What follows belongs to an exercise in optimizing a design on an open flow for small area; a production flow would make more cautious choices.
Only simulation tests tie the RTL to the original design; equivalence was not proved.
Power and IR drop assume default switching activity.

==> flow/design.v <==
package memory_pkg;
    localparam int MEM_DEPTH = 32;
    localparam int MEM_WIDTH = 64;
    typedef enum logic {INIT, READY} init_state_e;
    function automatic logic byte_parity(input logic [7:0] b);
        return (^b);
    endfunction
endpackage
module m1r1w_oai22 (input logic a1, a2, b1, b2, output logic y);
    assign y = ~((a1 | a2) & (b1 | b2));
endmodule
module m1r1w_aoi222 (input logic a1, a2, b1, b2, c1, c2, output logic y);
    assign y = ~((a1 & a2) | (b1 & b2) | (c1 & c2));
endmodule
module m1r1w_nand4 (input logic a, b, c, d, output logic y);
    assign y = ~(a & b & c & d);
endmodule
module m1r1w_nand3 (input logic a, b, c, output logic y);
    assign y = ~(a & b & c);
endmodule
module m1r1w_nor2 (input logic a, b, output logic y);
    assign y = ~(a | b);
endmodule
module m1r1w_mux2i (input logic s, a1, a0, output logic y);
    assign y = ~(s ? a1 : a0);
endmodule
module m1r1w_or3 (input logic a, b, c, output logic y);
    assign y = a | b | c;
endmodule
module m1r1w_inv (input logic a, output logic y);
    assign y = ~a;
endmodule
module memory_1r1w_write_first
#(
    parameter int DEPTH  = memory_pkg::MEM_DEPTH,
    parameter int WIDTH  = memory_pkg::MEM_WIDTH,
    parameter int ADDR_W = $clog2(DEPTH)
) (
    input  logic                 clock,
    input  logic                 reset,
    input  logic                 ren,
    input  logic [ADDR_W-1:0]    raddr,
    output logic                 rvalid,
    output logic [WIDTH-1:0]     rdata,
    output logic                 rerr,
    input  logic                 wen,
    input  logic [ADDR_W-1:0]    waddr,
    input  logic [WIDTH-1:0]     wdata,
    input  logic [WIDTH/8-1:0]   wmask,
    output logic                 busy
);
    localparam int NB = WIDTH / 8;
    localparam logic [ADDR_W-1:0] LAST = ADDR_W'(DEPTH - 1);
    logic [ADDR_W-1:0] cnt;
    logic              ph;
    always_ff @(posedge clock or negedge reset) begin
        if (!reset) begin
            busy <= 1'b1;
            cnt  <= '0;
            ph   <= 1'b0;
        end else begin
            if (busy) begin
                if (cnt == LAST) busy <= 1'b0;
                else             cnt  <= cnt + ADDR_W'(1);
            end
            ph <= ~busy & ~ph;
        end
    end
    logic [DEPTH-1:0] nws, hn;
    logic [NB-1:0]    nmb, mp1, mp0;
    logic [WIDTH-1:0] dcol;
    always_comb begin
        for (int k = 0; k < DEPTH; k++) begin
            nws[k] = ~(busy | (wen & (waddr == ADDR_W'(k))));
            hn[k]  = busy | ~(wen & (waddr == ADDR_W'(k)));
        end
        nmb = ~(wmask | {NB{busy}});
        mp1 = wmask & {NB{ph}};
        mp0 = wmask & {NB{~ph}};
    end
    genvar w, b, i, j;
    generate
        for (i = 0; i < WIDTH; i++) begin : g_col
            m1r1w_mux2i u_dcol (.s(wdata[i]), .a1(mp1[i/8]), .a0(mp0[i/8]), .y(dcol[i]));
        end
    endgenerate
    logic [WIDTH-1:0] q  [DEPTH];
    logic [WIDTH-1:0] qn [DEPTH];
    generate
        for (w = 0; w < DEPTH; w++) begin : g_w
            for (b = 0; b < NB; b++) begin : g_b
                logic we;
                m1r1w_nor2 u_we (.a(nws[w]), .b(nmb[b]), .y(we));
                for (i = b * 8; i < b * 8 + 8; i++) begin : g_i
                    m1r1w_oai22 u_d (.a1(q[w][i]), .a2(we), .b1(dcol[i]), .b2(hn[w]), .y(qn[w][i]));
                end
            end
        end
    endgenerate
    always_ff @(posedge clock) begin
        for (int k = 0; k < DEPTH; k++) q[k] <= qn[k];
    end
    logic [DEPTH-1:0] rs;           
    logic             rd_act, hold, s0, s1;
    always_comb begin
        for (int k = 0; k < DEPTH; k++) rs[k] = (raddr == ADDR_W'(k));
        rd_act = ~busy & ren;
        hold   = ~rd_act;
        s0     = rd_act & ~ph;
        s1     = rd_act & ph;
    end
    logic [WIDTH-1:0] rd_next;
    generate
        for (i = 0; i < WIDTH; i++) begin : g_rd
            logic [10:0] p;             
            logic [2:0]  x;             
            logic        o, on, rn;
            for (j = 0; j < 10; j++) begin : g_p
                m1r1w_aoi222 u_p (.a1(rs[3*j]),   .a2(qn[3*j][i]),
                                  .b1(rs[3*j+1]), .b2(qn[3*j+1][i]),
                                  .c1(rs[3*j+2]), .c2(qn[3*j+2][i]), .y(p[j]));
            end
            m1r1w_aoi222 u_p10 (.a1(rs[30]), .a2(qn[30][i]), .b1(rs[31]), .b2(qn[31][i]),
                                .c1(rs[31]), .c2(qn[31][i]), .y(p[10]));
            m1r1w_nand4 u_x0 (.a(p[0]), .b(p[1]), .c(p[2]),  .d(p[3]), .y(x[0]));
            m1r1w_nand4 u_x1 (.a(p[4]), .b(p[5]), .c(p[6]),  .d(p[7]), .y(x[1]));
            m1r1w_nand3 u_x2 (.a(p[8]), .b(p[9]), .c(p[10]), .y(x[2]));
            m1r1w_or3    u_o  (.a(x[0]), .b(x[1]), .c(x[2]), .y(o));
            m1r1w_inv    u_on (.a(o), .y(on));
            m1r1w_inv    u_rn (.a(rdata[i]), .y(rn));
            m1r1w_aoi222 u_d  (.a1(s0), .a2(o), .b1(s1), .b2(on), .c1(hold), .c2(rn),
                               .y(rd_next[i]));
        end
    endgenerate
    always_ff @(posedge clock or negedge reset) begin
        if (!reset) begin
            rvalid <= 1'b0;
            rdata  <= '0;
        end else begin
            rvalid <= rd_act;
            rdata  <= rd_next;
        end
    end
    assign rerr = 1'b0;
endmodule
export LEC_CHECK = 0
export CAP_MARGIN = 5
export CORE_MARGIN = 2
export CORE_UTILIZATION = 60
export SLEW_MARGIN = 5
export SYNTH_HIERARCHICAL = 1
create_clock -name core_clock -period 8.0 [get_ports {clock}]
standard.sh (not shown) runs the stock make flow with config.mk's settings and CLKGATE_MAP_FILE= SYNTH_SCRIPT=/design/flow/synth_recipe.tcl, a recipe that flattens the netlist after the stock synthesis.
==> flow/flow/run.sh <==
#!/bin/bash
# Standard ORFS layout (the standard.sh), with smaller port buffers and a
# clock tree built from smaller buffers without dummy loads.
set -uo pipefail
bash standard.sh finish \
  "BUFFER_PORTS_ARGS=-buffer_cell sky130_fd_sc_hd__buf_1" \
  "CTS_ARGS=-sink_clustering_enable -repair_clock_nets -dont_use_dummy_load -buf_list sky130_fd_sc_hd__clkbuf_8 -sink_clustering_size 20 -sink_clustering_max_diameter 40" \
  > standard.log 2>&1
rc=$?
cp -r orfs/logs orfs_logs 2>/dev/null
exit $rc
Edit:
Settings changed: CAP_MARGIN 5 to 0, CORE_UTILIZATION 60 to 55, SLEW_MARGIN 5 to 0.
=> The new run passed the timing, design-rule and antenna checks; wire length went up by 4.5%; final area came out higher by 0.73%; total power went up by 1.7%; non-clock buffer count goes up by 13; maximum frequency increases by 4.8%; worst setup slack improves by 0.26 ns; die area climbs by 9.0%; flip-flop and latch count stays the same; clock skew barely changes; via count hardly moves; register-to-register slack got worse by 0.21 ns.
Edit:
Settings changed: CAP_MARGIN 0 to 5, SLEW_MARGIN 0 to 5.
Non-clock buffer count is unchanged.
Core utilization does not change.
Register-to-register slack stays flat.
Count of clock-buffer cells in the layout stays the same.
Routed wire length does not change.
Worst hold slack is unchanged.
Cell area does not change.
Die area is unchanged.
Critical path depth does not change.
Global-route usage does not change.

==> separate check: timing with driven ports <==
In the flow no input, the clock included, has a driving cell. The finished layouts below were timed again as built, in two steps. Step 1 (the two cells are an assumption about what drives the block):
set clk [get_ports {clock}]
set_driving_cell -lib_cell sky130_fd_sc_hd__clkbuf_16 $clk
set_driving_cell -lib_cell sky130_fd_sc_hd__buf_2 [delete_from_list [all_inputs] $clk]
Step 2 also shifts input and output timing later by t, the mid clock arrival at the registers, as if the neighbouring blocks saw the same clock. Three values: no drivers, after step 1, after step 2; two values: the first two.
run | shift t [ns] | slack for setup (ns) | worst setup path after step 2 | clock arrival spread, ns | worst register clock-pin slew, ns
the first run | 0.979 | 2.348 / 2.308 / 1.330 | input to register | 0.096 / 0.095 | 0.12 / 0.12
the second run | 1.018 | 2.607 / 2.641 / 1.623 | input to register | 0.084 / 0.085 | 0.12 / 0.12
the third run | 1.018 | 2.607 / 2.641 / 1.623 | input to register | 0.084 / 0.085 | 0.12 / 0.12
After both steps every run listed still meets setup and hold. The setup slack of the first run, which loses most, moves by -0.040 ns with the drivers and by -1.018 ns with both steps.
